What follows belongs to an exercise in optimizing a design on an open flow for small area; a production flow would make more cautious choices.
Function was checked by simulation only, so behaviour that the tests miss may differ from the original.
Power figures rest on the tool's default switching activity, not on a simulated workload.

==> inputs of v34 <==
==> flow/design.v <==
module cvn_top #(
	parameter int SAMPLE_WIDTH = 24
) (
	input  logic                    clk,
	input  logic                    arst_n,
	input  logic                    psel,
	input  logic                    penable,
	input  logic                    pwrite,
	input  logic [1:0]              paddr,
	input  logic [31:0]             pwdata,
	output logic [31:0]             prdata,
	output logic                    pready,
	input  logic                    cmd_valid,
	output logic                    cmd_ready,
	input  logic [1:0]              cmd_opcode,
	input  logic [SAMPLE_WIDTH-1:0] cmd_re,
	input  logic [SAMPLE_WIDTH-1:0] cmd_im,
	output logic                    rsp_valid,
	input  logic                    rsp_ready,
	output logic                    rsp_kind,
	output logic [SAMPLE_WIDTH-1:0] rsp_re,
	output logic [SAMPLE_WIDTH-1:0] rsp_im,
	output logic [31:0]             rsp_norm,
	output logic                    rsp_zero,
	output logic                    rsp_sat
);
	localparam logic [3:0] ST_INIT  = 4'd0;
	localparam logic [3:0] ST_IDLE  = 4'd1;
	localparam logic [3:0] ST_COPY  = 4'd2;
	localparam logic [3:0] ST_ASQ   = 4'd3;
	localparam logic [3:0] ST_MUL   = 4'd4;
	localparam logic [3:0] ST_SCONV = 4'd5;
	localparam logic [3:0] ST_FMOVE = 4'd6;
	localparam logic [3:0] ST_FSQRT = 4'd7;
	localparam logic [3:0] ST_FDIV  = 4'd8;
	localparam logic [3:0] ST_FILL  = 4'd9;
	localparam logic [3:0] ST_DONE  = 4'd10;
	localparam logic [3:0] ST_ASAT  = 4'd11;
	logic [3:0]  st;
	logic [5:0]  c;       
	logic [6:0]  b;       
	logic [5:0]  t;       
	logic        cy, m, mn, seen, ovt, brw;
	logic [63:0] S;
	logic [31:0] R, Gr, W;
	logic        gdef;    
	wire  [31:0] G = gdef ? 32'h0100_0000 : Gr;
	logic [23:0] D;
	logic        vld, kind, zro, sat;
	wire         part = kind;
	wire         fin  = cmd_opcode[0];
	logic [6:0] plast;
	logic [5:0] nlast;
	logic       algn;
	always_comb begin
		plast = 7'd63;
		nlast = 6'd0;
		algn  = 1'b1;
		case (st)
			ST_COPY:  plast = 7'd31;
			ST_ASQ:   begin plast = 7'd64; nlast = 6'd24; algn = (c == 6'd63); end
			ST_MUL: begin
				plast = fin ? 7'd64 : 7'd31;
				nlast = fin ? 6'd63 : 6'd24;
				algn  = (c[4:0] == 5'd0) && !(fin && c[5]);
			end
			ST_SCONV: plast = 7'd31;
			ST_FMOVE: begin plast = 7'd31; algn = (c == 6'd0); end
			ST_FSQRT: begin plast = 7'd61; nlast = 6'd29; algn = (c == 6'd30); end
			ST_FDIV:  begin plast = 7'd62; nlast = 6'd31; algn = (c[4:0] == 5'd0); end
			default: ;
		endcase
	end
	wire busy = (st != ST_IDLE) && (st != ST_DONE);
	wire act  = busy && ((b != 7'd0) || (t != 6'd0) || algn);
	wire init = (st == ST_INIT);
	wire pend = act && (init ? (c == 6'd63) : (b == plast));
	wire send = pend && (init || (t == nlast));
	wire [23:0] xv  = part ? cmd_im : cmd_re;
	wire        xs  = xv[23];
	wire        blo = (b < 7'd24);
	wire        xb  = blo && xv[b[4:0]];
	wire        seen_b = (b != 7'd0) && seen;
	wire        ab  = blo && (xb ^ (xs && seen_b));    
	logic ain, bin, cin, crst;
	wire  s  = ain ^ bin ^ cin;
	wire  co = (ain & bin) | (ain & cin) | (bin & cin);
	logic s_wr, s_val, r_wr, r_val, w_sh, w_in, d_sh, d_in;
	logic rj, satp, outb, mm, tb, kb;
	always_comb begin
		crst  = (b == 7'd0);
		ain   = 1'b0;
		bin   = 1'b0;
		cin   = !crst && cy;
		s_wr  = 1'b0;
		s_val = 1'b0;
		r_wr  = 1'b0;
		r_val = 1'b0;
		w_sh  = 1'b0;
		w_in  = 1'b0;
		d_sh  = 1'b0;
		d_in  = 1'b0;
		rj    = (b == 7'd31) ? ovt : W[1];
		satp  = !brw || ovt;
		outb  = satp ? (xs ? (b == 7'd23) : (b != 7'd23)) : (rj ^ (xs && seen_b));
		mm    = (fin && (b == 7'd0)) ? S[0] : m;
		tb    = 1'b0;
		kb    = 1'b0;
		case (st)
			ST_INIT: begin
				s_wr  = 1'b1;
				r_wr  = 1'b1;
				r_val = (c[4:0] == 5'd24);
			end
			ST_COPY: begin
				d_sh = act && !part && blo;
				d_in = ab;
				w_sh = act && part;
				w_in = ab;
			end
			ST_ASQ: begin
				crst  = (b == 7'd0) || (c == 6'd0);
				cin   = !crst && cy;
				ain   = S[0];
				bin   = m && blo && (part ? W[0] : D[0]);
				s_wr  = act;
				s_val = s;
				d_sh  = act && !part && blo;
				d_in  = D[0];
				w_sh  = act && part && (b < 7'd32);
				w_in  = W[0];
			end
			ST_MUL: begin
				ain   = (t == 6'd0) ? (!fin && (b == 7'd24)) : rj;
				bin   = mm && (fin ? G[b[4:0]] : R[0]);
				w_sh  = act && (b < 7'd32);
				w_in  = s;
				s_wr  = act && fin && (b == 7'd0);
				s_val = s;
				kb    = (b == 7'd24) || ((b == 7'd1) && xs);
			end
			ST_SCONV: begin
				w_sh = act;
				w_in = (b < 7'd24) && outb;
				d_sh = act && !part && (b < 7'd24);
				d_in = outb;
			end
			ST_FMOVE: begin
				s_wr  = act;
				s_val = rj;
				w_sh  = act;
				d_sh  = act;
			end
			ST_FSQRT: begin
				ain   = (b < 7'd2) ? S[0] : ((t != 6'd0) && R[0]);
				tb    = (b == 7'd0) ? 1'b1 : (b == 7'd1) ? m : (b == 7'd2) ? mn : W[0];
				bin   = m ? tb : !tb;
				cin   = (b == 7'd0) ? !m : cy;
				r_wr  = act && (b < 7'd32);
				r_val = s;
				w_sh  = act && (b < 7'd32);
				w_in  = (b >= 7'd4) ? seen : ((b == 7'd3) && mn);
				kb    = (b == 7'd3) || (b == 7'd11);
			end
			ST_FDIV: begin
				ain   = (t == 6'd0) ? (b == 7'd9) : ((b != 7'd0) && S[0]);
				bin   = m ? !W[3] : W[3];
				cin   = (b == 7'd0) ? m : cy;
				w_sh  = act && (b < 7'd32);
				w_in  = W[0];
				s_wr  = act && (b < 7'd32);
				s_val = s;
				r_wr  = act && (b == 7'd31);
				r_val = !s || sat;
			end
			ST_FILL: begin
				s_wr  = 1'b1;
				r_wr  = zro;
				r_val = (c[4:0] == 5'd24);
			end
			ST_ASAT: begin
				s_wr  = 1'b1;
				s_val = 1'b1;
			end
			default: ;
		endcase
	end
	wire bw_sm = (!s && (kb || ((b != 7'd1) && brw))) || (kb && (b != 7'd1) && brw);
	wire bw_in = (b != 7'd3) && brw;
	wire bw_qf = (!w_in && (kb || bw_in)) || (kb && bw_in);
	logic [3:0] st_nx;
	always_comb begin
		st_nx = st;
		case (st)
			ST_INIT:  st_nx = ST_IDLE;
			ST_COPY:  st_nx = part ? ST_ASQ : ST_COPY;
			ST_ASQ:   st_nx = part ? (brw ? ST_ASAT : ST_IDLE) : ST_ASQ;
			ST_MUL:   st_nx = fin ? ST_FMOVE : ST_SCONV;
			ST_SCONV: st_nx = part ? ST_DONE : ST_MUL;
			ST_FMOVE: st_nx = ST_FSQRT;
			ST_FSQRT: st_nx = ST_FDIV;
			ST_FDIV:  st_nx = ST_FILL;
			ST_FILL:  st_nx = ST_DONE;
			default:  st_nx = ST_IDLE;
		endcase
	end
	wire idle  = (st == ST_IDLE);
	wire start = idle && cmd_valid && (cmd_opcode != 2'd3) && !vld;
	assign cmd_ready = (idle && (cmd_opcode == 2'd3)) ||
	                   ((st == ST_COPY) && part && send) || (st == ST_DONE);
	always_ff @(posedge clk or negedge arst_n) begin
		if (!arst_n) begin
			st   <= ST_INIT;
			c    <= '0;
			vld  <= 1'b0;
			gdef <= 1'b1;
		end else begin
			c <= c + 6'd1;
			if (psel && penable && pwrite && (paddr == 2'd0)) begin
				gdef <= 1'b0;
			end
			if (vld && rsp_ready) begin
				vld <= 1'b0;
			end
			if (send) begin
				st <= st_nx;
			end
			if (start) begin
				st <= (cmd_opcode == 2'd0) ? ST_COPY : ST_MUL;
			end
			if (st == ST_DONE) begin
				vld <= 1'b1;
			end
			if (st == ST_DONE) begin
				st <= ST_IDLE;
			end
		end
	end
	always_ff @(posedge clk) begin
		if (send) begin
			b <= '0;
			t <= '0;
		end else if (pend) begin
			b <= '0;
			t <= t + 6'd1;
		end else if (act) begin
			b <= b + 7'd1;
		end
		if (psel && penable && pwrite && (paddr == 2'd0)) begin
			Gr <= pwdata;
		end
		S <= {s_wr ? s_val : S[0], S[63:1]};
		R <= {r_wr ? r_val : R[0], R[31:1]};
		if (w_sh) begin
			W <= {w_in, W[31:1]};
		end
		if (d_sh) begin
			D <= {d_in, D[23:1]};
		end
		if (act) begin
			cy <= co;
		end
		if (start) begin
			kind <= 1'b0;
			m    <= 1'b0;
			brw  <= 1'b0;
			zro  <= cmd_opcode[0];
			sat  <= 1'b0;
		end
		if (st == ST_DONE) begin
			kind <= fin;
		end
		case (st)
			ST_COPY: begin
				if (act) begin
					seen <= seen_b || xb;
				end
				if (send) begin
					kind <= !part;
				end
			end
			ST_ASQ: begin
				if (act) begin
					if (b == {1'b0, t}) begin
						mn <= blo && (part ? W[0] : D[0]);
					end
					if (c == 6'd63) begin
						brw <= brw || co;
					end
				end
				if (pend) begin
					m <= mn;
				end
				if (send) begin
					kind <= 1'b1;
					m    <= 1'b0;
				end
			end
			ST_MUL: begin
				if (act) begin
					seen <= seen_b || xb;
					if (b == {1'b0, t}) begin
						mn <= ab;
					end
					if (b == 7'd31) begin
						ovt <= co;
					end
					if (!fin && (b != 7'd0)) begin
						brw <= bw_sm;
					end
					if (fin && (b == 7'd0)) begin
						m   <= S[0];
						zro <= zro && !S[0];
					end
				end
				if (pend && !fin) begin
					m <= mn;
				end
			end
			ST_SCONV: begin
				if (act) begin
					seen <= seen_b || rj;
				end
				if (send) begin
					sat  <= sat || satp;
					kind <= 1'b1;
					m    <= 1'b0;
				end
			end
			ST_FMOVE: begin
				if (send) begin
					m  <= 1'b0;
					mn <= 1'b0;
				end
			end
			ST_FSQRT: begin
				if (w_sh) begin
					seen <= W[0];
				end
				if (act && b == 7'd31) begin
					m  <= s;
					mn <= !s;
				end
				if (w_sh && b >= 7'd3) begin
					brw <= bw_qf;
				end
				if (send) begin
					sat <= brw;
					m   <= 1'b1;
				end
			end
			ST_FDIV: begin
				if (act && b == 7'd31) begin
					m <= !s;
				end
			end
			ST_FILL: begin
				if (send) begin
					sat <= sat && !zro;
				end
			end
			default: ;
		endcase
	end
	assign pready    = 1'b1;
	assign prdata    = (paddr == 2'd0) ? G : 32'd0;
	assign rsp_valid = vld;
	assign rsp_kind  = kind;
	assign rsp_re    = D;
	assign rsp_im    = {W[23:3] & {21{!kind}}, W[2:0]};
	assign rsp_norm  = {3'b000, W[31:24], W[23:3] & {21{kind}}};
	assign rsp_zero  = zro;
	assign rsp_sat   = sat;
endmodule
==> flow/flow/run.sh <==
#!/bin/bash
# The standard layout (the standard.sh, unchanged synthesis and steps), with the
# port buffers that global placement inserts taken as sky130_fd_sc_hd__buf_1 and the
# clock tree built from sky130_fd_sc_hd__clkbuf_4 in clusters of at most 12 sinks.
# make's full output goes to flow_make.log in the work folder; ORFS keeps each
# step's own log under orfs/logs/.
set -euo pipefail
export BUFFER_PORTS_ARGS="-buffer_cell sky130_fd_sc_hd__buf_1"
export CTS_ARGS="-sink_clustering_enable -repair_clock_nets -sink_clustering_size 12 -sink_clustering_max_diameter 40 -buf_list sky130_fd_sc_hd__clkbuf_4 -dont_use_dummy_load"
bash standard.sh > flow_make.log 2>&1
==> flow/standard.sh <==
#!/bin/bash
# synth_recipe.tcl (not shown) runs the flow's synth.tcl, then flattens the netlist and writes it again
# the make line also repeats each setting of config.mk as NAME=value (left out here)
make -C /OpenROAD-flow-scripts/flow DESIGN_CONFIG=/design/flow/config.mk WORK_HOME=/design/flow/orfs CLKGATE_MAP_FILE= SYNTH_SCRIPT=/design/flow/synth_recipe.tcl "${@:-finish}"
==> flow/config.mk <==
export PLATFORM = sky130hd
export DESIGN_NAME = cvn_top
export DESIGN_NICKNAME = cvn_top
export VERILOG_FILES = /design/flow/design.v
export SDC_FILE = /design/flow/constraint.sdc
export NUM_CORES = 4
export LEC_CHECK = 0
export CAP_MARGIN = 0
export CORE_MARGIN = 2
export CORE_UTILIZATION = 60
export PLACE_DENSITY = 0.8
export SLEW_MARGIN = 0
==> flow/constraint.sdc <==
create_clock -name core_clock -period 11.0 [get_ports {clk}]
set_input_delay 2.2000 -clock core_clock [delete_from_list [all_inputs] [get_ports {clk}]]
set_output_delay 2.2000 -clock core_clock [all_outputs]
set_load 0.01 [all_outputs]
==> v21 (differences from v34) <==
==> flow/flow/run.sh (replaced) <==
#!/bin/bash
# The standard layout (the standard.sh, unchanged synthesis and steps), with the
# port buffers that global placement inserts taken as sky130_fd_sc_hd__buf_1, the
# clock tree built from sky130_fd_sc_hd__clkbuf_8 in clusters of at most 20 sinks, and
# global route's power recovery (downsizing gates on paths with positive slack) on.
# make's full output goes to flow_make.log in the work folder; ORFS keeps each
# step's own log under orfs/logs/.
set -euo pipefail
export BUFFER_PORTS_ARGS="-buffer_cell sky130_fd_sc_hd__buf_1"
export CTS_ARGS="-sink_clustering_enable -repair_clock_nets -sink_clustering_size 20 -sink_clustering_max_diameter 60 -buf_list sky130_fd_sc_hd__clkbuf_8 -dont_use_dummy_load"
export RECOVER_POWER=100
bash standard.sh > flow_make.log 2>&1
==> v29 (differences from v34) <==
==> flow/flow/run.sh (replaced) <==
#!/bin/bash
# The standard layout (the standard.sh, unchanged synthesis and steps), with the
# port buffers that global placement inserts taken as sky130_fd_sc_hd__buf_1 and the
# clock tree built from sky130_fd_sc_hd__clkbuf_8 in clusters of at most 24 sinks.
# make's full output goes to flow_make.log in the work folder; ORFS keeps each
# step's own log under orfs/logs/.
set -euo pipefail
export BUFFER_PORTS_ARGS="-buffer_cell sky130_fd_sc_hd__buf_1"
export CTS_ARGS="-sink_clustering_enable -repair_clock_nets -sink_clustering_size 24 -sink_clustering_max_diameter 55 -buf_list sky130_fd_sc_hd__clkbuf_8 -dont_use_dummy_load"
bash standard.sh > flow_make.log 2>&1
==> v6 (differences from v34) <==
==> flow/flow/run.sh (replaced) <==
#!/bin/bash
# The standard layout (the standard.sh, unchanged synthesis and steps), with the
# port buffers that global placement inserts taken as sky130_fd_sc_hd__buf_1 and the
# clock tree built from sky130_fd_sc_hd__clkbuf_8 in clusters of at most 20 sinks.
# make's full output goes to flow_make.log in the work folder; ORFS keeps each
# step's own log under orfs/logs/.
set -euo pipefail
export BUFFER_PORTS_ARGS="-buffer_cell sky130_fd_sc_hd__buf_1"
export CTS_ARGS="-sink_clustering_enable -repair_clock_nets -sink_clustering_size 20 -sink_clustering_max_diameter 60 -buf_list sky130_fd_sc_hd__clkbuf_8 -dont_use_dummy_load"
bash standard.sh > flow_make.log 2>&1
--- a/flow/config.mk
+++ b/flow/config.mk
@@ -9,4 +9,4 @@
 export CORE_MARGIN = 2
-export CORE_UTILIZATION = 60
-export PLACE_DENSITY = 0.8
+export CORE_UTILIZATION = 70
+export PLACE_DENSITY = 0.85
 export SLEW_MARGIN = 0
==> notes <==
- v21 ran to the end with violations: max-capacitance violations, max-slew violations. v29 produced a clean layout. v34 completed with no timing, DRC or antenna violations. v6 finished with timing, DRC and antenna clean.
- The highest maximum frequency belongs to v6, the lowest to v21.
- In critical path depth, v29 and v21 do not differ.
- Routed wire length: v6 > v34 > v21 > v29.
- Between v29 and v6, the lower clock skew is in v6 (gap 31 ps).
- Combinational power: v29 is smaller than v6 (about 2%).
- Sequential power is about the same in v6 and v21.
- Setup slack, highest first: v6, v34, v29, v21.
- In synthesized cell count, v29 and v6 do not differ.
- In synthesized area, v29 and v6 do not differ.
- Of v34 and v29, v34 has the higher cell count (gap about 0.9%, measured against v29).
==> figures <==
item                                                                                                  v21                      v34                      v29                       v6
Status                                                                                    failed layout checks  complete, no violations  complete, no violations  complete, no violations
Layout check failures                                     max-capacitance violations, max-slew violations                        -                        -                        -
Largest net degree at the start of global routing                                                      47                       47                       47                       46
Reg2Reg Launch Point                                                                                 kind                     b[2]                     b[2]                     b[2]
Final Worst Setup Slack                                                                           3190 ps                  3780 ps                  3770 ps                  3820 ps
Buffering overhead                                                                                  8.18%                    8.31%                    8.30%                    8.37%
Detailed placement HPWL                                                                           15.3 mm                  15.3 mm                  15.3 mm                  16.4 mm
Number of vias per cell after detailed routing                                                       5.94                     5.96                     5.92                     6.13
Overall die height                                                                                 128 um                   128 um                   128 um                   119 um
Cell internal power dissipation                                                                   1.41 mW                  1.39 mW                  1.40 mW                  1.41 mW
Worst hold start                                                                                     R[1]                    S[36]                    S[62]                     S[3]
Crit-path max cell delay                                                                           730 ps                   580 ps                   580 ps                   620 ps
Least-Margin Pin Slew                                                                             2400 ps                  1190 ps                  1210 ps                  1140 ps
DRC marker count from the first detailed-route iteration                                              867                      951                      923                     1004
Sequential logic power                                                                            1.15 mW                  1.15 mW                  1.15 mW                  1.16 mW
GR Layer Usage met2                                                                                 40.0%                    39.9%                    39.5%                    55.0%
Total area of multi-input combinational cells                                                 0.00347 mm2              0.00350 mm2              0.00350 mm2              0.00350 mm2
Dominant cell type by count on the critical path                                                        -   sky130_fd_sc_hd__buf_1   sky130_fd_sc_hd__buf_1   sky130_fd_sc_hd__buf_1
Final Max Tran Viols                                                                                   80                        0                        0                        0
Power in the clock group                                                                         0.355 mW                 0.336 mW                 0.343 mW                 0.362 mW
Met3 WL post-DR                                                                                   1.76 mm                  2.01 mm                  1.77 mm                  2.26 mm
Routed via count                                                                                     7018                     7093                     6986                     7176

[static timing again, ports no longer ideal]
How much do the figures lean on ideal ports? The routed layouts below were timed once more, with nothing changed but the port constraints.
Step 1: set_driving_cell puts a clkbuf_16 on clk and a buf_2 on each other input, an assumption about the parent block.
Step 2 times the ports against the registers' clock, not the clock port: input delays grow and output delays shrink by t, the midpoint of the rising clock arrivals with the driver on.
Slacks: no drivers / after step 1 / after step 2; pairs: no drivers / after step 1.
run	t, ns	setup slack, ns	pins driven straight from the clock port
v34	0.636	3.778 / 3.749 / 3.749	1
v21	0.513	3.188 / 3.159 / 3.159	1
v29	0.508	3.772 / 3.739 / 3.739	1
v6	0.521	3.822 / 3.794 / 3.794	1
The setup slack of v29, which loses most, moves by -0.033 ns with the drivers and by -0.033 ns with both steps.
